Background: an optimization exercise with open tools, aiming at small area and a short achievable clock period. Do not read the settings as production practice.
The RTL was checked by simulation tests, not by an equivalence proof against the original design.
No activity file was given, so power comes from the tool's default toggle rates.

===== flow/config.mk =====
export PLATFORM = sky130hd
export DESIGN_NAME = mem_bus_ctrl
export DESIGN_NICKNAME = mem_bus_ctrl
export VERILOG_FILES = /design/flow/design.v
export SDC_FILE = /design/flow/constraint.sdc
export NUM_CORES = 4
export LEC_CHECK = 0
export CAP_MARGIN = 20
export CORE_MARGIN = 2
export CORE_UTILIZATION = 55
export SETUP_SLACK_MARGIN = 2.4
export SLEW_MARGIN = 20
export SYNTH_HIERARCHICAL = 1
export SYNTH_MINIMUM_KEEP_SIZE = 0

===== flow/design.v =====
package mem_bus_pkg;
    localparam logic [1:0] CMD_NONE  = 2'b00;
    localparam logic [1:0] CMD_READ  = 2'b01;
    localparam logic [1:0] CMD_WRITE = 2'b10;
    localparam logic [1:0] CMD_RSVD  = 2'b11;
    localparam logic [8:0] LED_ADDR_DEF = 9'h100;
    localparam logic [8:0] SW_ADDR_DEF  = 9'h140;
endpackage
module mbc_oai22 (
    input  logic a1,
    input  logic a2,
    input  logic b1,
    input  logic b2,
    output logic y
);
    assign y = ~((a1 | a2) & (b1 | b2));
endmodule
module mbc_nor2 (
    input  logic a,
    input  logic b,
    output logic y
);
    assign y = ~(a | b);
endmodule
module mbc_nand4 (
    input  logic a,
    input  logic b,
    input  logic c,
    input  logic d,
    output logic y
);
    assign y = ~(a & b & c & d);
endmodule
module mbc_rd_half (
    input  logic [127:0] q,
    input  logic [127:0] sel_n,
    output logic         y_n
);
    logic [63:0] l1_n;   
    logic [31:0] l2;     
    logic [7:0]  l3_n;   
    logic [3:0]  l4;     
    for (genvar i = 0; i < 64; i++) begin : g_l1
        mbc_oai22 u (.a1(q[2*i]), .a2(sel_n[2*i]), .b1(q[2*i+1]), .b2(sel_n[2*i+1]), .y(l1_n[i]));
    end
    for (genvar i = 0; i < 32; i++) begin : g_l2
        mbc_nor2 u (.a(l1_n[2*i]), .b(l1_n[2*i+1]), .y(l2[i]));
    end
    for (genvar i = 0; i < 8; i++) begin : g_l3
        mbc_nand4 u (.a(l2[4*i]), .b(l2[4*i+1]), .c(l2[4*i+2]), .d(l2[4*i+3]), .y(l3_n[i]));
    end
    for (genvar i = 0; i < 4; i++) begin : g_l4
        mbc_nor2 u (.a(l3_n[2*i]), .b(l3_n[2*i+1]), .y(l4[i]));
    end
    mbc_nand4 u_l5 (.a(l4[0]), .b(l4[1]), .c(l4[2]), .d(l4[3]), .y(y_n));
endmodule
module mem_bus_ctrl (
    input  logic              clk,
    input  logic              reset,
    input  logic [1:0]        mem_cmd,
    input  logic [8:0]        mem_addr,
    input  logic [15:0]       write_data,
    output logic [15:0]       read_data,
    output logic              rd_valid,
    input  logic [7:0]        sw,
    output logic [7:0]        led,
    output logic              bus_err
);
    logic is_rd, is_wr, a_ram, a_led, a_sw, a_none;
    assign is_rd  = (mem_cmd == mem_bus_pkg::CMD_READ);
    assign is_wr  = (mem_cmd == mem_bus_pkg::CMD_WRITE);
    assign a_ram  = ~mem_addr[8];
    assign a_led  = (mem_addr == mem_bus_pkg::LED_ADDR_DEF);
    assign a_sw   = (mem_addr == mem_bus_pkg::SW_ADDR_DEF);
    assign a_none = mem_addr[8] && !a_led && !a_sw;
    logic phase_q;
    always_ff @(posedge clk) begin
        phase_q <= ~phase_q;
    end
    logic         ram_wr;
    logic [15:0]  wr_bits_n;
    logic [255:0] we, nwe;
    logic [127:0] rd_sel_n;
    logic [4095:0] mem_flat;
    assign ram_wr    = is_wr && a_ram;
    assign wr_bits_n = ~(write_data ^ {16{~phase_q}});
    for (genvar w = 0; w < 256; w++) begin : g_word
        logic [15:0] nxt;
        logic [15:0] q;
        assign we[w]  = ram_wr && (mem_addr[7:0] == 8'(w));
        assign nwe[w] = ~we[w];
        for (genvar b = 0; b < 16; b++) begin : g_bit
            mbc_oai22 u_nxt (.a1(we[w]), .a2(q[b]), .b1(nwe[w]), .b2(wr_bits_n[b]),
                             .y(nxt[b]));
        end
        always_ff @(posedge clk) begin
            q <= nxt;
        end
        assign mem_flat[16 * w +: 16] = q;
    end
    for (genvar i = 0; i < 128; i++) begin : g_sel
        assign rd_sel_n[i] = ~(mem_addr[6:0] == 7'(i));
    end
    logic [15:0] half0_n, half1_n;
    for (genvar b = 0; b < 16; b++) begin : g_rd
        logic [127:0] col0, col1;
        for (genvar i = 0; i < 128; i++) begin : g_col
            assign col0[i] = mem_flat[16 * i + b];
            assign col1[i] = mem_flat[16 * (i + 128) + b];
        end
        mbc_rd_half u_rd0 (.q(col0), .sel_n(rd_sel_n), .y_n(half0_n[b]));
        mbc_rd_half u_rd1 (.q(col1), .sel_n(rd_sel_n), .y_n(half1_n[b]));
    end
    logic        rd_pend_q;
    logic        rd_ram_q;
    logic        rd_led_q;
    logic        rd_sw_q;
    logic        rd_a7_q;
    logic [15:0] half0_n_q, half1_n_q;
    always_ff @(posedge clk or posedge reset) begin
        if (reset) begin
            rd_pend_q <= 1'b0;
        end else begin
            rd_pend_q <= is_rd;
        end
    end
    always_ff @(posedge clk) begin
        rd_ram_q  <= a_ram;
        rd_led_q  <= a_led;
        rd_sw_q   <= a_sw;
        rd_a7_q   <= mem_addr[7];
        half0_n_q <= half0_n;
        half1_n_q <= half1_n;
    end
    logic [15:0] ram_val;
    assign ram_val = ~(rd_a7_q ? half1_n_q : half0_n_q) ^ {16{~phase_q}};
    logic [15:0] read_data_q;
    logic        rd_valid_q;
    logic [7:0]  led_q;
    logic        bus_err_q;
    logic [7:0]  sw_meta_q;
    logic [7:0]  sw_sync_q;
    logic [15:0] read_data_d;
    logic        err_d;
    assign read_data_d = (ram_val & {16{rd_ram_q}})
                       | {8'h00, led_q & {8{rd_led_q}}}
                       | {8'h00, sw_sync_q & {8{rd_sw_q}}};
    assign err_d = (mem_cmd == mem_bus_pkg::CMD_RSVD)
                 || (is_wr && (a_sw || a_none))
                 || (is_rd && a_none);
    always_ff @(posedge clk or posedge reset) begin
        if (reset) begin
            read_data_q <= 16'h0000;
            rd_valid_q  <= 1'b0;
            led_q       <= 8'h00;
            bus_err_q   <= 1'b0;
            sw_meta_q   <= 8'h00;
            sw_sync_q   <= 8'h00;
        end else begin
            sw_meta_q  <= sw;
            sw_sync_q  <= sw_meta_q;
            rd_valid_q <= rd_pend_q;
            if (rd_pend_q) begin
                read_data_q <= read_data_d;
            end
            if (is_wr && a_led) begin
                led_q <= write_data[7:0];
            end
            if (err_d) begin
                bus_err_q <= 1'b1;
            end
        end
    end
    assign read_data = read_data_q;
    assign rd_valid  = rd_valid_q;
    assign led       = led_q;
    assign bus_err   = bus_err_q;
endmodule

===== flow/run.sh =====
#!/bin/bash
# synth_recipe.tcl (not shown) runs the flow's synth.tcl, then flattens the netlist and writes it again
# the make line also repeats each setting of config.mk as NAME=value (left out here)
make -C /OpenROAD-flow-scripts/flow DESIGN_CONFIG=/design/flow/config.mk WORK_HOME=/design/flow/orfs CLKGATE_MAP_FILE= SYNTH_SCRIPT=/design/flow/synth_recipe.tcl finish

===== flow/constraint.sdc =====
create_clock -name core_clock -period 5.0 [get_ports {clk}]
set_input_delay 1.0000 -clock core_clock [delete_from_list [all_inputs] [get_ports {clk}]]
set_output_delay 1.0000 -clock core_clock [all_outputs]
set_load 0.01 [all_outputs]

==> results.txt, run 1 <==
Outcome: finished clean
Post-route ant nets: 0
DR DRC count: 0
Sw frac: 0.232
Vias: 133,000
Clock Tree Root: clkbuf_16
Most frequent cells after synthesis: 6,152 x o22ai_1, 4,133 x dfxtp_1, 1,418 x nor2_1
Die Y: 496 microns
Starting Density: 0.553
Reg power frac: 0.490
CP cell instances: buf_6, buf_8, nor2b_4, and2_4, buf_12, nand2_8, buf_12, buf_6, buf_8, o22ai_4, nor2_4, nand4_1, nor2_4, nand4_1
Ports: 63
Prevailing post-synth register cell: dfxtp_1
Crit path kind: in -> reg
Yosys reg bits: 4,176
Crit end category: register
Syn Nets: 12,800
CP endpoint: half0_n_q[13]
Layout cells sized above 1: 0.174
Final wirelength: 604,000 microns
Gpl congestion: 1.05
Antenna violations before repair: 26
Core ar.: 241,000 sq um
CP Launch Point: mem_addr[5]
First-pass GRT wire length: 839,000 microns
Final Max Tran Viols: 0
Final Cell Area: 168,000 sq um
Worst setup SP type: input port
Clock buffer depth: 4
Syn_area_per_cell: 10.4 sq um
P_int: 54.1 mW
Synth area leaders: dfxtp_1 62%, o22ai_1 29%, nor2_1 4.0%
Clk pin slew, worst setup/hold paths: 0.06 ns
Worst Path Required: 5.83 ns
Yosys cell types: 47
Post-layout util: 0.697
Post-synth ARST share: 0.0103
Worst rel slew slack: 0.144
Comb pwr share: 0.055
Slowest CP cell: nand4_1
CP Buf/Inv Count: 6
RR Endpoint: read_data_q[2]
Clock skew: 0.0670 ns
Post-DP HPWL: 373,000 microns
Minimum clock period: 3.15 ns
Cts bufs inserted: 418
RSZ-0062 raised after global routing: true
CTS tree: yes
Post-DR wirelength/cell: 34.1 microns
Leakage: 66.1 nW
Cell area after placement: 145,000 sq um
Vias per cell: 7.48
H-tree depth: 5
Number of synthesized flops with an enable pin: 0
Grt total ovfl: 0
FF-to-FF setup slack: 2.43 ns
Hold crit path type: reg -> reg
Area Growth Syn to Fin: 25.9%
Yosys top cell by area: dfxtp_1
Final Hold Fails: 0
Worst r2r path cells: 3
Endpoints failing setup: 0
Data arrival, critical path: 3.98 ns
Skew-Pair Late Insertion Delay: 1.01 ns
Top-count cell post-synth: o22ai_1
Largest net degree at the start of global routing: 130
Layout fillers: 18,000
DRT iter0 DRCs: 19,200
Die Wd: 496 microns
FMAX: 318 MHz
Finished Layout Cells: 17,700
Total track usage: 0.459
CP top delay family: simple AND/OR/NAND/NOR gates
Buffers on Ports: 62
Cell depth of the worst setup path: 14
Clock power share: 0.455
Final nets: 14,200
DIE AREA: 246,000 sq um
Final period utilization: 0.630
Slowest stage delay, CP: 0.86 ns
Power per cell area: 420 nW/um^2
Drt first pass iters: 10
Max cap viols: 0
Post-Synthesis Cells: 12,700
Worst Max-Slew Pin Slew: 1.28 ns
Warnings from Yosys: 7
Post-synth top area share: 0.622
Clk sinks: 4,176
Sequential share of the synthesized area: 0.630
Worst-path maximum fanout: 5
Net Sw Power: 16.3 mW
Vias in the first global route: 120,000
Reg-to-reg startpoint: rd_a7_q
Dpl cells: 16,600
Synthesized area: 133,000 sq um
FP Rows: 180
Worst vdd ir: 0.368 mV
[layer usage]
metal  wire length, microns  up-vias  global-route usage
met5                    245        -             0.00405
met4                  52900       18               0.328
met3                  79600     2183               0.146
met2                 250000     9641               0.648
met1                 221000    65300               0.594
li1                       -    55400                   -
[metrics by stage]
stage / setup TNS, ns / hold WS, ns / worst slack [ns] / power [mW]
6_report: 0 / 0.351 / 1.85 / 70.4
2_1_floorplan: 0 / 0.331 / 0.320 / 36.6
3_5_place_dp: -3.06 / 0.336 / -0.377 / 38.5
5_1_grt: 0 / 0.364 / 2.05 / 71.7
4_1_cts: 0 / 0.353 / 2.14 / 70.0
3_3_place_gp: -11.08 / 0.333 / -0.591 / 38.4
[logic make-up after synthesis]
kind of cell,count (synthesis),share of synthesized area
xor gates and xnor gates,24,0.00158
DFF,4176,0.630
buffers and inverters,122,0.00438
muxes,40,0.00316
AOI/OAI and AO/OA,6164,0.290
and+or+nand+nor,2212,0.0713
[area by class of cell]
class / count / area, sq um / share of cell area
repair buffers: 1144 / 13100 / 0.0782
diodes: 22 / 55.1 / 0.000328
flip-flops and latches: 4176 / 83800 / 0.500
multi-input cells: 8444 / 52700 / 0.314
inverters: 4 / 15.0 / 0.0000896
clock buffers: 601 / 12300 / 0.0732
well taps: 3185 / 3990 / 0.0238
clock inverters: 144 / 1740 / 0.0104
[Yosys stat by module (local to each module, per instance), excerpt]
module / area [sq um] / times used / cells inside
mbc_oai22: 6.26 / 6144 / 1
mem_bus_ctrl: 88500 / 1 / 5154
mbc_nor2: 3.75 / 1152 / 1
mbc_nand4: 6.26 / 288 / 1
[flip-flops by register name, summed over array words and instances (netlist names), 8 cells and up]
name         count
g_word.q      4096
half0_n_q       16
half1_n_q       16
read_data_q     16
led_q            8
sw_meta_q        8
sw_sync_q        8
[power by group through the flow]
stage / logic (mW) / registers [mW] / clock network (mW)
after floorplan: 1.54 / 35.1 / 0
after global placement: 3.26 / 35.2 / 0
after detailed placement: 3.31 / 35.2 / 0
after CTS: 3.52 / 34.5 / 32.0
after global routing: 3.81 / 34.6 / 33.3
final: 3.85 / 34.5 / 32.0
[placed cells by master (no fill, tap or decap), types with 12 or more instances in the layout]
master and n:
buf_12 204, clkdlybuf4s50_1 26, nand2_8 39, bufbuf_16 15, mux2_2 16, buf_8 27
nor2_4 109, mux2i_1 24, nand2_2 190, clkbuf_16 452, buf_16 23, nand4_1 290
o22ai_1 6038, bufinv_16 34, nor2_2 157, buf_6 98, nand2_4 33, nand2_1 152
dfrtp_1 39, diode_2 22, clkbuf_8 103, nor2_1 1170, dfxtp_1 4132, o22ai_2 72
clkbuf_1 76, and2_2 16, clkinvlp_4 12, buf_4 700, clkinv_2 83, o22ai_4 42
buf_2 15, xor2_4 16
[worst min path at each step]
stage	to	cells past startpoint	slack, ns	start
after floorplan	sw_sync_q[0]	0	0.33	sw_meta_q[0]
after global placement	sw_sync_q[1]	0	0.33	sw_meta_q[1]
after detailed placement	sw_sync_q[6]	0	0.34	sw_meta_q[6]
after CTS	sw_sync_q[1]	0	0.35	sw_meta_q[1]
after global routing	sw_sync_q[1]	0	0.36	sw_meta_q[1]
final	sw_sync_q[1]	0	0.35	sw_meta_q[1]
[what timing repair did]
| action | in CTS | in global routing |
|---|---|---|
| gates resized for setup | 841 | 540 |
| hold buffers | 0 | 0 |
| pin swaps | 207 | 227 |
| cloned | 41 | 32 |
| endpoints found under the setup margin | 4154 | 1122 |
| setup buffers | 113 | 121 |
==> inputs of run 2 (changes only) <==
--- a/flow/config.mk
+++ b/flow/config.mk
@@ -10,2 +10,4 @@
 export CORE_UTILIZATION = 55
+export CTS_CLUSTER_DIAMETER = 100
+export CTS_CLUSTER_SIZE = 24
 export SETUP_SLACK_MARGIN = 2.4
==> results.txt, run 2 <==
DR DRC count: 0 (unchanged)
Final wirelength: 594,000 microns (was 604,000 microns)
Cts bufs inserted: 192 (was 418)
Synthesized area: 133,000 sq um (unchanged)
Synth area leaders: dfxtp_1 62%, o22ai_1 29%, nor2_1 4.0% (unchanged)
Final nets: 13,900 (was 14,200)
Worst rel slew slack: 0.189 (was 0.144)
Most frequent cells after synthesis: 6,152 x o22ai_1, 4,133 x dfxtp_1, 1,418 x nor2_1 (unchanged)
Post-synth ARST share: 0.0103 (unchanged)
CP cell instances: buf_6, buf_8, nor2b_4, and2_4, buf_12, nand2_8, buf_12, clkbuf_16, buf_6, o22ai_2, nor2_2, nand4_1, nor2_4, nand4_1 (was buf_6, buf_8, nor2b_4, and2_4, buf_12, nand2_8, buf_12, buf_6, buf_8, o22ai_4, nor2_4, nand4_1, nor2_4, nand4_1)
Clock buffer depth: 3 (was 4)
Worst setup SP type: input port (unchanged)
First-pass GRT wire length: 828,000 microns (was 839,000 microns)
Final period utilization: 0.640 (was 0.630)
Skew-Pair Late Insertion Delay: 0.91 ns (was 1.01 ns)
Vias per cell: 7.56 (was 7.48)
Vias: 130,000 (was 133,000)
Post-route ant nets: 0 (unchanged)
Buffers on Ports: 62 (unchanged)
Reg-to-reg startpoint: phase_q (was rd_a7_q)
Worst Max-Slew Pin Slew: 1.22 ns (was 1.28 ns)
Crit end category: register (unchanged)
Outcome: finished clean (unchanged)
Multi-input gate area: 52,800 sq um (was 52,700 sq um)
Power per cell area: 354 nW/um^2 (was 420 nW/um^2)
Post-layout util: 0.659 (was 0.697)
Final hold slack: 0.357 ns (was 0.351 ns)
Hold buffers post-CTS: 0 (unchanged)
Yosys reg bits: 4,176 (unchanged)
Antenna violations before repair: 30 (was 26)
CP Buf/Inv Count: 6 (unchanged)
Number of synthesized flops with an enable pin: 0 (unchanged)
Hold crit path type: reg -> reg (unchanged)
CTS tree: yes (unchanged)
Clock Tree Root: clkbuf_16 (unchanged)
Post-DR wirelength/cell: 34.6 microns (was 34.1 microns)
Slowest CP cell: nand4_1 (unchanged)
Yosys top cell by area: dfxtp_1 (unchanged)
FF-to-FF setup slack: 2.41 ns (was 2.43 ns)
Worst Hold Launch: sw_meta_q[6] (was sw_meta_q[1])
Syn Nets: 12,800 (unchanged)
Endpoints failing setup: 0 (unchanged)
Die Wd: 496 microns (unchanged)
FF+latch area: 83,800 sq um (unchanged)
Warnings from Yosys: 7 (unchanged)
Starting Density: 0.553 (unchanged)
Post-Synthesis Cells: 12,700 (unchanged)
FMAX: 313 MHz (was 318 MHz)
FP Rows: 180 (unchanged)
Die Y: 496 microns (unchanged)
Total track usage: 0.455 (was 0.459)
CP top delay family: simple AND/OR/NAND/NOR gates (unchanged)
Area Growth Syn to Fin: 19.2% (was 25.9%)
Largest net degree at the start of global routing: 130 (unchanged)
Vias in the first global route: 117,000 (was 120,000)
Yosys cell types: 47 (unchanged)
CP Launch Point: mem_addr[5] (unchanged)
Worst-path maximum fanout: 6 (was 5)
DRT iter0 DRCs: 19,600 (was 19,200)
Max reg flops: 4,096 (unchanged)
Core ar.: 241,000 sq um (unchanged)
DIE AREA: 246,000 sq um (unchanged)
Clk pin slew, worst setup/hold paths: 0.10 ns (was 0.06 ns)
Minimum clock period: 3.20 ns (was 3.15 ns)
Data arrival, critical path: 3.94 ns (was 3.98 ns)
Final Hold Fails: 0 (unchanged)
H-tree depth: 4 (was 5)
Crit path kind: in -> reg (unchanged)
Most frequent cells in the layout: 6,049 x o22ai_1, 4,132 x dfxtp_1, 1,159 x nor2_1, 654 x buf_4, 290 x nand4_1 (was 6,038 x o22ai_1, 4,132 x dfxtp_1, 1,170 x nor2_1, 700 x buf_4, 452 x clkbuf_16)
Layout cells sized above 1: 0.147 (was 0.174)
Drt first pass iters: 10 (unchanged)
Clock skew: 0.0458 ns (was 0.0670 ns)
Most common cell after layout, fill and taps aside: o22ai_1 (unchanged)
Post-DP HPWL: 373,000 microns (unchanged)
Slowest stage delay, CP: 0.74 ns (was 0.86 ns)
RSZ-0062 raised after global routing: true (unchanged)
Grt total ovfl: 0 (unchanged)
Max cap viols: 0 (unchanged)
Worst vdd ir: 0.379 mV (was 0.368 mV)
Final Max Tran Viols: 0 (unchanged)
Leakage: 61.6 nW (was 66.1 nW)
Syn_area_per_cell: 10.4 sq um (unchanged)
Gpl congestion: 1.05 (unchanged)
Most flop-heavy register: g_word.q (unchanged)
Top-count cell post-synth: o22ai_1 (unchanged)
Prevailing post-synth register cell: dfxtp_1 (unchanged)
Post-synth top area share: 0.622 (unchanged)
Ports: 63 (unchanged)
Sequential share of the synthesized area: 0.630 (unchanged)
Worst Path Required: 5.74 ns (was 5.83 ns)
Layout fillers: 19,100 (was 18,000)
Clk sinks: 4,176 (unchanged)
## run 2: cell counts after synthesis
Identical to the previous run, type by type.
## run 2: worst reg2reg max path, delay by kind of cell, from the launching register on
| kind | cells | cell delay, ns |
|---|---|---|
| XOR/XNOR | 1 | 0.46 |
| buffers and inverters | 3 | 0.83 |
| AO/OA/AOI/OAI | 1 | 0.66 |
| flip-flops | 1 | 0.45 |
## run 2: logic make-up after synthesis
kind of cell,after synthesis,synth area share
flip-flops,4176,0.630
AO/OA/AOI/OAI,6164,0.290
XOR/XNOR,24,0.00158
multiplexers,40,0.00316
AND/OR/NAND/NOR,2212,0.0713
buffers and inverters,122,0.00438
## run 2: timing repair
item	4_1_cts	5_1_grt
gates resized for setup	899	508
pin swaps	206	226
setup endpoints to repair	4156	1757
cloned	55	23
buffers inserted	116	58
## run 2: cell type report
cell class / count / area share
Multi-Input combinational cell: 8442 / 0.333
Tap cell: 3185 / 0.0251
Antenna cell: 19 / 0.000300
Sequential cell: 4176 / 0.528
Timing Repair Buffer: 1091 / 0.0803
Clock buffer: 209 / 0.0317
Clock inverter: 10 / 0.000986
Inverter: 4 / 0.0000947
## run 2: power breakdown
group          internal, mW  leakage (nW)  total (mW)  switching, mW
logic                  1.26          20.8        3.84           2.58
clock network          7.20          2.55        17.8           10.6
registers              34.0          38.3        34.5          0.447
## run 2: routing by layer
layer,share of wire,vias to the layer above,global-route usage
met1,0.37,63900,0.593
met3,0.13,1946,0.141
met4,0.088,16,0.314
li1,-,54500,-
met2,0.41,9319,0.644
met5,0.00042,-,0
## run 2: stage by stage
step / power, mW / std cells / setup TNS [ns] / setup WS [ns] / area (sq um)
finish: 56.1 / 17100 / 0 / 1.80 / 159000
CTS: 55.7 / 17000 / 0 / 2.12 / 155000
floorplan: 36.6 / 12700 / 0 / 0.320 / 133000
global placement: 38.4 / 16600 / -11.08 / -0.591 / 145000
detailed placement: 38.5 / 16600 / -3.06 / -0.377 / 145000
global route: 57.2 / 17100 / 0 / 2.00 / 159000
## run 2: final timing paths
| check | endpoint | cells after the start |
|---|---|---|
| worst min register to register | sw_sync_q[6] | 0 |
| min in group asynchronous | read_data_q[13] | 3 |
| worst max-delay path | half0_n_q[15] | 14 |
| worst max register to register | g_word[77].q[15] | 5 |
| worst min-delay path | sw_sync_q[6] | 0 |
| max in group asynchronous | led_q[5] | 3 |
## run 2: Yosys stat by module (local to each module, per instance), a selection
module | cells | times used
mbc_nand4 | 1 | 288
mem_bus_ctrl | 5154 | 1
mbc_nor2 | 1 | 1152
mbc_oai22 | 1 | 6144
==> inputs of run 3 (changes only) <==
--- a/flow/design.v
+++ b/flow/design.v
@@ -33,24 +33,31 @@
 endmodule
-module mbc_rd_half (
-    input  logic [127:0] q,
-    input  logic [127:0] sel_n,
-    output logic         y_n
+module mbc_nand2 (
+    input  logic a,
+    input  logic b,
+    output logic y
 );
-    logic [63:0] l1_n;   
-    logic [31:0] l2;     
-    logic [7:0]  l3_n;   
-    logic [3:0]  l4;     
-    for (genvar i = 0; i < 64; i++) begin : g_l1
+    assign y = ~(a & b);
+endmodule
+module mbc_rd_quarter (
+    input  logic [63:0] q,
+    input  logic [63:0] sel_n,
+    output logic        y_n
+);
+    logic [31:0] l1_n;   
+    logic [15:0] l2;     
+    logic [3:0]  l3_n;   
+    logic [1:0]  l4;     
+    for (genvar i = 0; i < 32; i++) begin : g_l1
         mbc_oai22 u (.a1(q[2*i]), .a2(sel_n[2*i]), .b1(q[2*i+1]), .b2(sel_n[2*i+1]), .y(l1_n[i]));
     end
-    for (genvar i = 0; i < 32; i++) begin : g_l2
+    for (genvar i = 0; i < 16; i++) begin : g_l2
         mbc_nor2 u (.a(l1_n[2*i]), .b(l1_n[2*i+1]), .y(l2[i]));
     end
-    for (genvar i = 0; i < 8; i++) begin : g_l3
+    for (genvar i = 0; i < 4; i++) begin : g_l3
         mbc_nand4 u (.a(l2[4*i]), .b(l2[4*i+1]), .c(l2[4*i+2]), .d(l2[4*i+3]), .y(l3_n[i]));
     end
-    for (genvar i = 0; i < 4; i++) begin : g_l4
+    for (genvar i = 0; i < 2; i++) begin : g_l4
         mbc_nor2 u (.a(l3_n[2*i]), .b(l3_n[2*i+1]), .y(l4[i]));
     end
-    mbc_nand4 u_l5 (.a(l4[0]), .b(l4[1]), .c(l4[2]), .d(l4[3]), .y(y_n));
+    mbc_nand2 u_l5 (.a(l4[0]), .b(l4[1]), .y(y_n));
 endmodule
@@ -82,3 +89,3 @@
     logic [255:0] we, nwe;
-    logic [127:0] rd_sel_n;
+    logic [63:0]  rd_sel_n;
     logic [4095:0] mem_flat;
@@ -100,14 +107,14 @@
     end
-    for (genvar i = 0; i < 128; i++) begin : g_sel
-        assign rd_sel_n[i] = ~(mem_addr[6:0] == 7'(i));
+    for (genvar i = 0; i < 64; i++) begin : g_sel
+        assign rd_sel_n[i] = ~(mem_addr[5:0] == 6'(i));
     end
-    logic [15:0] half0_n, half1_n;
-    for (genvar b = 0; b < 16; b++) begin : g_rd
-        logic [127:0] col0, col1;
-        for (genvar i = 0; i < 128; i++) begin : g_col
-            assign col0[i] = mem_flat[16 * i + b];
-            assign col1[i] = mem_flat[16 * (i + 128) + b];
+    logic [15:0] qtr_n [4];
+    for (genvar k = 0; k < 4; k++) begin : g_qtr
+        for (genvar b = 0; b < 16; b++) begin : g_rd
+            logic [63:0] col;
+            for (genvar i = 0; i < 64; i++) begin : g_col
+                assign col[i] = mem_flat[16 * (64 * k + i) + b];
+            end
+            mbc_rd_quarter u_rd (.q(col), .sel_n(rd_sel_n), .y_n(qtr_n[k][b]));
         end
-        mbc_rd_half u_rd0 (.q(col0), .sel_n(rd_sel_n), .y_n(half0_n[b]));
-        mbc_rd_half u_rd1 (.q(col1), .sel_n(rd_sel_n), .y_n(half1_n[b]));
     end
@@ -117,4 +124,4 @@
     logic        rd_sw_q;
-    logic        rd_a7_q;
-    logic [15:0] half0_n_q, half1_n_q;
+    logic [1:0]  rd_a76_q;
+    logic [15:0] qtr0_n_q, qtr1_n_q, qtr2_n_q, qtr3_n_q;
     always_ff @(posedge clk or posedge reset) begin
@@ -130,8 +137,19 @@
         rd_sw_q   <= a_sw;
-        rd_a7_q   <= mem_addr[7];
-        half0_n_q <= half0_n;
-        half1_n_q <= half1_n;
+        rd_a76_q  <= mem_addr[7:6];
+        qtr0_n_q  <= qtr_n[0];
+        qtr1_n_q  <= qtr_n[1];
+        qtr2_n_q  <= qtr_n[2];
+        qtr3_n_q  <= qtr_n[3];
     end
+    logic [15:0] ram_sel_n;
     logic [15:0] ram_val;
-    assign ram_val = ~(rd_a7_q ? half1_n_q : half0_n_q) ^ {16{~phase_q}};
+    always_comb begin
+        case (rd_a76_q)
+            2'd0:    ram_sel_n = qtr0_n_q;
+            2'd1:    ram_sel_n = qtr1_n_q;
+            2'd2:    ram_sel_n = qtr2_n_q;
+            default: ram_sel_n = qtr3_n_q;
+        endcase
+    end
+    assign ram_val = ~ram_sel_n ^ {16{~phase_q}};
     logic [15:0] read_data_q;
--- a/flow/config.mk
+++ b/flow/config.mk
@@ -10,5 +10,3 @@
 export CORE_UTILIZATION = 55
-export CTS_CLUSTER_DIAMETER = 100
-export CTS_CLUSTER_SIZE = 24
-export SETUP_SLACK_MARGIN = 2.4
+export SETUP_SLACK_MARGIN = 2.5
 export SLEW_MARGIN = 20
==> results.txt, run 3 <==
Worst rel slew slack: 0.0698 (was 0.189)
Final hold slack: 0.339 ns (was 0.357 ns)
Met1 wire length: 220,000 microns (was 217,000 microns)
Minimum clock period: 2.75 ns (was 3.20 ns)
Hold buffers post-CTS: 0 (unchanged)
First-pass GRT wire length: 859,000 microns (was 828,000 microns)
Endpoints failing setup: 0 (unchanged)
Final wirelength: 616,000 microns (was 594,000 microns)
Post-layout util: 0.685 (was 0.659)
Vias: 132,000 (was 130,000)
Crit path kind: in -> reg (unchanged)
FMAX: 364 MHz (was 313 MHz)
Worst Path Required: 5.86 ns (was 5.74 ns)
Most common cell after layout, fill and taps aside: o22ai_1 (unchanged)
Final nets: 14,000 (was 13,900)
Clock skew: 0.0572 ns (was 0.0458 ns)
Prevailing post-synth register cell: dfxtp_1 (unchanged)
DR DRC count: 0 (unchanged)
Clk sinks: 4,209 (was 4,176)
Layout fillers: 18,500 (was 19,100)
Clock Tree Root: clkbuf_16 (unchanged)
Die Wd: 497 microns (was 496 microns)
DRT iter0 DRCs: 19,200 (was 19,600)
Reg-to-reg startpoint: phase_q (unchanged)
Area Growth Syn to Fin: 23.5% (was 19.2%)
Post-Synthesis Cells: 12,700 (about the same)
Grt total ovfl: 0 (unchanged)
Final period utilization: 0.550 (was 0.640)
Cts bufs inserted: 423 (was 192)
Cell mode on critical path: buf_12
Gpl congestion: 0.977 (was 1.05)
Multi-input gate area: 51,400 sq um (was 52,800 sq um)
Starting Density: 0.554 (was 0.553)
Synth area leaders: dfxtp_1 62%, o22ai_1 29%, nor2_1 4.0% (unchanged)
Placement Setup Slack: -0.120 ns (was -0.377 ns)
Total track usage: 0.468 (was 0.455)
Post-route ant nets: 0 (unchanged)
Antenna violations before repair: 40 (was 30)
Final Max Tran Viols: 0 (unchanged)
Sequential share of the synthesized area: 0.632 (was 0.630)
Syn Nets: 12,800 (about the same)
Crit end category: register (unchanged)
FP Rows: 180 (unchanged)
Slowest CP cell: nand4_1 (unchanged)
Max reg flops: 4,096 (unchanged)
Top-count cell post-synth: o22ai_1 (unchanged)
Vias in the first global route: 122,000 (was 117,000)
Drt first pass iters: 8 (was 10)
Outcome: finished clean (unchanged)
Post-DR wirelength/cell: 35.1 microns (was 34.6 microns)
Synthesized area: 134,000 sq um (was 133,000 sq um)
Skew-Pair Late Insertion Delay: 0.98 ns (was 0.91 ns)
Worst-path maximum fanout: 9 (was 6)
Clk pin slew, worst setup/hold paths: 0.06 ns (was 0.10 ns)
Die Y: 497 microns (was 496 microns)
Warnings from Yosys: 8 (was 7)
RSZ-0062 raised after global routing: true (unchanged)
Worst vdd ir: 0.396 mV (was 0.379 mV)
Core ar.: 241,000 sq um (about the same)
Post-DP HPWL: 366,000 microns (was 373,000 microns)
Leakage: 65.3 nW (was 61.6 nW)
Met2 WL: 253,000 microns (was 244,000 microns)
Final Cell Area: 165,000 sq um (was 159,000 sq um)
Number of synthesized flops with an enable pin: 0 (unchanged)
Most frequent cells in the layout: 6,136 x o22ai_1, 4,164 x dfxtp_1, 1,236 x nor2_1, 604 x buf_4, 442 x clkbuf_16 (was 6,049 x o22ai_1, 4,132 x dfxtp_1, 1,159 x nor2_1, 654 x buf_4, 290 x nand4_1)
Setup ws final: 2.25 ns (was 1.80 ns)
FF+latch area: 84,500 sq um (was 83,800 sq um)
Vias per cell: 7.55 (was 7.56)
CP Launch Point: mem_addr[5] (unchanged)
Most flop-heavy register: g_word.q (unchanged)
H-tree depth: 5 (was 4)
Post-synth ARST share: 0.0102 (was 0.0103)
Largest net degree at the start of global routing: 169 (was 130)
Post-synth top area share: 0.624 (was 0.622)
Hold crit path type: reg -> reg (unchanged)
Final Total Pwr: 71.0 mW (was 56.1 mW)
Data arrival, critical path: 3.61 ns (was 3.94 ns)
CTS tree: yes (unchanged)
Most frequent cells after synthesis: 6,144 x o22ai_1, 4,166 x dfxtp_1, 1,417 x nor2_1 (was 6,152 x o22ai_1, 4,133 x dfxtp_1, 1,418 x nor2_1)
Clock buffer depth: 4 (was 3)
Yosys cell types: 42 (was 47)
Power per cell area: 430 nW/um^2 (was 354 nW/um^2)
Routed met3 length: 83,900 microns (was 79,300 microns)
DIE AREA: 247,000 sq um (was 246,000 sq um)
Worst setup SP type: input port (unchanged)
Final Hold Fails: 0 (unchanged)
CP cell instances: buf_12, buf_8, nor2b_4, buf_12, buf_12, nand2_8, buf_16, o22ai_1, nor2_2, nand4_1, nor2_1, buf_4, nand2_2 (was buf_6, buf_8, nor2b_4, and2_4, buf_12, nand2_8, buf_12, clkbuf_16, buf_6, o22ai_2, nor2_2, nand4_1, nor2_4, nand4_1)
Buffers on Ports: 62 (unchanged)
Syn_area_per_cell: 10.5 sq um (was 10.4 sq um)
Yosys top cell by area: dfxtp_1 (unchanged)
Worst Hold Launch: sw_meta_q[1] (was sw_meta_q[6])
Max cap viols: 0 (unchanged)
Cell area after placement: 145,000 sq um (about the same)
Layout cells sized above 1: 0.150 (was 0.147)
Ports: 63 (unchanged)
Yosys reg bits: 4,209 (was 4,176)
Worst Max-Slew Pin Slew: 1.40 ns (was 1.22 ns)
Slowest stage delay, CP: 0.59 ns (was 0.74 ns)
FF-to-FF setup slack: 2.55 ns (was 2.41 ns)
Top routing layer in use: met5 (unchanged)
run 3: cell count changes in the layout (fill, tap and decap cells not counted), moves of 47 or more:
cell and change:
clkbuf_1 +83, buf_12 -54, nand2_2 -47, o22ai_1 +87, nor2_4 -56, clkbuf_16 +223
o22ai_2 -53, nor2_1 +77, clkbuf_8 +83, clkinv_2 +84, buf_4 -50
run 3: timing repair:
item	in CTS	in global routing
gates resized for setup	706	252
gates cloned	47	15
setup endpoints to repair	4194	2137
endpoints found under the hold margin	0	0
buffers inserted	92	32
pin swaps	105	99
run 3: path summary, 6_finish.rpt:
kind,endpoint,cells after the start
max,qtr3_n_q[2],13
min,sw_sync_q[1],0
max reg2reg,g_word[99].q[0],5
min reg2reg,sw_sync_q[1],0
max in group asynchronous,read_data_q[8],2
min in group asynchronous,sw_meta_q[0],2
run 3: cell families (layout without fill, tap and decap cells):
kind of cell,after synthesis,in the layout,share of synthesized area
buf+inv,142,1708,0.00464
xor+xnor,16,16,0.00105
mux,32,32,0.00397
simple gates,2172,2172,0.0689
flops,4209,4209,0.632
other cells,0,33,0
compound gates,6172,6172,0.289
run 3: metal layers:
layer  track usage  vias to the layer above
li1              -                    55000
met2         0.665                     9956
met4         0.362                       30
met3         0.157                     2441
met5             0                        -
met1         0.584                    64900
run 3: power by group:
group	internal, mW	total, mW	switching [mW]	leakage (nW)
Sequential	34.3	34.8	0.448	38.6
Combinational	1.39	4.28	2.89	19.9
Clock	18.6	31.9	13.3	6.85
Total	54.3	71.0	16.7	65.3
run 3: critical path: cells and delay by family:
family,cells,cell delay (ns)
compound gates,1,0.12
buf+inv,6,0.92
simple gates,6,1.52
run 3: final cells by class:
type,instances,area share
Multi-Input combinational cell,8392,0.312
Antenna cell,33,0.000500
Clock inverter,141,0.0101
Clock buffer,603,0.0739
Timing Repair Buffer,941,0.0670
Tap cell,3185,0.0242
Inverter,23,0.000554
Sequential cell,4209,0.512
run 3: stage by stage:
stage / cells / setup TNS, ns
after floorplan: 12700 / 0
after detailed placement: 16600 / -0.318
final: 17500 / 0
after CTS: 17400 / 0
after global placement: 16600 / -0.379
after global routing: 17500 / 0
run 3: modules after synthesis, one instance, submodules excluded, a selection:
module	times used	cells	area (sq um)	flip-flops and latches
mbc_nand2	64	1	3.75	0
mbc_nand4	256	1	6.26	0
mbc_nor2	1152	1	3.75	0
mbc_oai22	6144	1	6.26	0
mem_bus_ctrl	1	5127	89000	4209
==> inputs of run 4 (changes only) <==
--- a/flow/config.mk
+++ b/flow/config.mk
@@ -10,2 +10,4 @@
 export CORE_UTILIZATION = 55
+export CTS_CLUSTER_DIAMETER = 100
+export CTS_CLUSTER_SIZE = 24
 export SETUP_SLACK_MARGIN = 2.5
@@ -14 +16,2 @@
 export SYNTH_MINIMUM_KEEP_SIZE = 0
+export TNS_END_PERCENT = 5
==> results.txt, run 4 <==
Yosys reg bits: 4,209 (unchanged)
Layout fillers: 19,500 (was 18,500)
Power per cell area: 364 nW/um^2 (was 430 nW/um^2)
Most frequent cells in the layout: 6,141 x o22ai_1, 4,164 x dfxtp_1, 1,278 x nor2_1, 622 x buf_4, 264 x nand4_1 (was 6,136 x o22ai_1, 4,164 x dfxtp_1, 1,236 x nor2_1, 604 x buf_4, 442 x clkbuf_16)
Outcome: finished clean (unchanged)
Final Max Tran Viols: 0 (unchanged)
Clock skew: 0.0331 ns (was 0.0572 ns)
Worst Hold Path EP: sw_sync_q[4] (was sw_sync_q[1])
Worst Path Required: 5.78 ns (was 5.86 ns)
Die Wd: 497 microns (unchanged)
Finished Layout Cells: 17,000 (was 17,500)
Slowest stage delay, CP: 0.47 ns (was 0.59 ns)
Drt first pass iters: 7 (was 8)
CP cell instances: buf_6, buf_6, nor2b_4, buf_12, buf_8, nand2_8, buf_12, bufbuf_16, o22ai_1, nor2_1, nand4_1, nor2_1, nand2_1 (was buf_12, buf_8, nor2b_4, buf_12, buf_12, nand2_8, buf_16, o22ai_1, nor2_2, nand4_1, nor2_1, buf_4, nand2_2)
Worst rel slew slack: 0.163 (was 0.0698)
Grt total ovfl: 0 (unchanged)
Vias in the first global route: 119,000 (was 122,000)
Dpl cells: 16,600 (unchanged)
CP top delay family: simple AND/OR/NAND/NOR gates (unchanged)
Vias: 130,000 (was 132,000)
CP Launch Point: mem_addr[5] (unchanged)
Hold crit path type: reg -> reg (unchanged)
CP Buf/Inv Count: 6 (unchanged)
Most frequent cells after synthesis: 6,144 x o22ai_1, 4,166 x dfxtp_1, 1,417 x nor2_1 (unchanged)
Top-count cell post-synth: o22ai_1 (unchanged)
Max cap viols: 0 (unchanged)
Vias per cell: 7.66 (was 7.55)
Most flop-heavy register: g_word.q (unchanged)
DR DRC count: 0 (unchanged)
Worst-path maximum fanout: 32 (was 9)
Core ar.: 241,000 sq um (unchanged)
Hold buffers post-CTS: 0 (unchanged)
Total track usage: 0.467 (was 0.468)
Clock Tree Root: clkbuf_16 (unchanged)
Clock buffer depth: 3 (was 4)
Slowest CP cell: nand4_1 (unchanged)
Clk sinks: 4,209 (unchanged)
Data arrival, critical path: 3.66 ns (was 3.61 ns)
Crit path kind: in -> reg (unchanged)
H-tree depth: 4 (was 5)
Syn Nets: 12,800 (unchanged)
Post-route ant nets: 0 (unchanged)
Synthesized area: 134,000 sq um (unchanged)
Layout cells sized above 1: 0.117 (was 0.150)
Final period utilization: 0.575 (was 0.550)
Reg-to-reg startpoint: phase_q (unchanged)
Syn_area_per_cell: 10.5 sq um (unchanged)
DRT iter0 DRCs: 19,200 (about the same)
Sequential share of the synthesized area: 0.632 (unchanged)
Synth area leaders: dfxtp_1 62%, o22ai_1 29%, nor2_1 4.0% (unchanged)
Post-synth ARST share: 0.0102 (unchanged)
RSZ-0062 raised after global routing: true (unchanged)
Minimum clock period: 2.88 ns (was 2.75 ns)
Worst Max-Slew Pin Slew: 1.25 ns (was 1.40 ns)
Most common cell after layout, fill and taps aside: o22ai_1 (unchanged)
Antenna violations before repair: 45 (was 40)
Clk pin slew, worst setup/hold paths: 0.10 ns (was 0.06 ns)
First-pass GRT wire length: 853,000 microns (was 859,000 microns)
Skew-Pair Late Insertion Delay: 0.91 ns (was 0.98 ns)
Final Total Pwr: 56.8 mW (was 71.0 mW)
FF-to-FF setup slack: 2.53 ns (was 2.55 ns)
Endpoints failing setup: 0 (unchanged)
Largest net degree at the start of global routing: 169 (unchanged)
Post-Synthesis Cells: 12,700 (unchanged)
Warnings from Yosys: 8 (unchanged)
Worst Hold Launch: sw_meta_q[4] (was sw_meta_q[1])
Worst vdd ir: 0.306 mV (was 0.396 mV)
Starting Density: 0.554 (unchanged)
Cts bufs inserted: 193 (was 423)
Area Growth Syn to Fin: 16.9% (was 23.5%)
Buffers on Ports: 62 (unchanged)
CTS tree: yes (unchanged)
Yosys cell types: 42 (unchanged)
Final wirelength: 608,000 microns (was 616,000 microns)
Gpl congestion: 0.977 (unchanged)
Worst Hold Depth: 0 (unchanged)
Prevailing post-synth register cell: dfxtp_1 (unchanged)
RR Endpoint: g_word[159].q[6] (was g_word[99].q[0])
Final Hold Fails: 0 (unchanged)
Post-DP HPWL: 366,000 microns (unchanged)
FP Rows: 180 (unchanged)
Ports: 63 (unchanged)
Post-synth top area share: 0.624 (unchanged)
Yosys top cell by area: dfxtp_1 (unchanged)
Post-DR wirelength/cell: 35.7 microns (was 35.1 microns)
Die Y: 497 microns (unchanged)
Final nets: 13,800 (was 14,000)
Crit end category: register (unchanged)
DIE AREA: 247,000 sq um (unchanged)
FMAX: 348 MHz (was 364 MHz)
Max reg flops: 4,096 (unchanged)
Worst r2r path cells: 4 (was 5)
Number of synthesized flops with an enable pin: 0 (unchanged)
Worst setup SP type: input port (unchanged)
Leakage: 61.0 nW (was 65.3 nW)
-- run 4: what timing repair did --
| item | 4_1_cts | 5_1_grt |
|---|---|---|
| pin swaps | 108 | 18 |
| gates cloned | 61 | 3 |
| buffers inserted | 93 | 41 |
| endpoints found under the setup margin | 4194 | 3557 |
| resized for setup | 575 | 159 |
-- run 4: area by class of cell --
type	instances	area, sq um	share of cell area
antenna	25	62.6	0.000401
inverter	23	91.3	0.000585
clock buffer	205	4960	0.0318
clock inverter	13	186	0.00119
multi-input combinational	8392	51100	0.327
sequential	4209	84500	0.541
timing repair buffer	953	11300	0.0724
tap	3185	3990	0.0255
-- run 4: stage by stage --
stage / setup WS [ns] / setup TNS [ns] / utilization / hold slack, ns / instance area, sq um
floorplan: 0.322 / 0 / - / 0.331 / 134000
global placement: -0.114 / -0.379 / 0.602 / 0.333 / 145000
detailed placement: -0.120 / -0.318 / 0.602 / 0.335 / 145000
CTS: 2.29 / 0 / 0.643 / 0.357 / 155000
global route: 2.25 / 0 / 0.648 / 0.373 / 156000
finish: 2.12 / 0 / 0.648 / 0.358 / 156000
-- run 4: logic make-up (layout without fill, tap and decap cells) --
kind of cell / count (synthesis) / after routing / share of synthesized area
AOI/OAI and AO/OA: 6172 / 6172 / 0.289
other: 0 / 25 / 0
buffers and inverters: 142 / 1194 / 0.00464
muxes: 32 / 32 / 0.00397
xor gates and xnor gates: 16 / 16 / 0.00105
and+or+nand+nor: 2172 / 2172 / 0.0689
DFF: 4209 / 4209 / 0.632
-- run 4: worst max path at each step --
stage | slack [ns] | depth (start not counted) | endpoint
6_report | 2.12 | 13 | qtr3_n_q[5]
5_1_grt | 2.25 | 14 | qtr1_n_q[4]
4_1_cts | 2.29 | 1 | read_data[10]
3_5_place_dp | -0.12 | 9 | qtr0_n_q[13]
3_3_place_gp | -0.11 | 9 | qtr0_n_q[13]
2_1_floorplan | 0.32 | 2 | g_word[158].q[10]
-- run 4: per-module statistics from Yosys (local to each module, per instance), a selection --
module,cells inside,cell area (sq um),times used
mem_bus_ctrl,5127,89000,1
mbc_nand4,1,6.26,256
mbc_nor2,1,3.75,1152
mbc_nand2,1,3.75,64
mbc_oai22,1,6.26,6144
-- run 4: power by group --
part | internal (mW) | switching, mW | leakage, nW
combinational | 1.37 | 2.86 | 19.9
clock | 7.16 | 10.7 | 2.52
sequential | 34.3 | 0.440 | 38.6
total | 42.8 | 14.0 | 61.0
-- run 4: layer usage --
layer,up-vias,routed length [microns],global-route usage
li1,54200,-,-
met1,64000,219000,0.592
met2,9871,253000,0.676
met3,2165,81800,0.143
met4,32,54200,0.331
met5,-,215,0
-- run 4: worst reg2reg max path, stage by stage, from the launching register on --
cell,delay [ns]
dfxtp_4,0.42
buf_12,0.23
xor2_4,0.59
buf_12,0.46
o22ai_1,0.61

## afterwards: timing with drivers on the ports
In the flow no input, the clock included, has a driving cell. The finished layouts below were timed again as built, in two steps.
Step 1: set_driving_cell puts a clkbuf_16 on clk and a buf_2 on each other input, an assumption about the parent block.
Step 2, shift: input delay + t, output delay - t, t = (earliest + latest rising clock arrival at the registers) / 2. This alone moves slack from input paths to output paths.
Three values: ideal, step 1, step 2; two values: the first two.
run	t (ns)	slack for setup (ns)	latest minus earliest clock arrival (ns)	slew at the worst register clock pin (ns)	worst slew at a driven data input, ns
run 1	1.076	1.851 / 1.916 / 0.840	0.069 / 0.070	0.07 / 0.07	0.18
run 2	1.004	1.800 / 1.889 / 0.884	0.051 / 0.051	0.10 / 0.10	0.18
run 3	1.054	2.251 / 2.207 / 1.153	0.078 / 0.078	0.07 / 0.07	0.17
run 4	0.991	2.124 / 2.121 / 1.130	0.034 / 0.034	0.10 / 0.10	0.17
After both steps setup and hold are still met in every run listed. The setup slack of run 3, which loses most, moves by -0.044 ns with the drivers and by -1.098 ns with both steps.
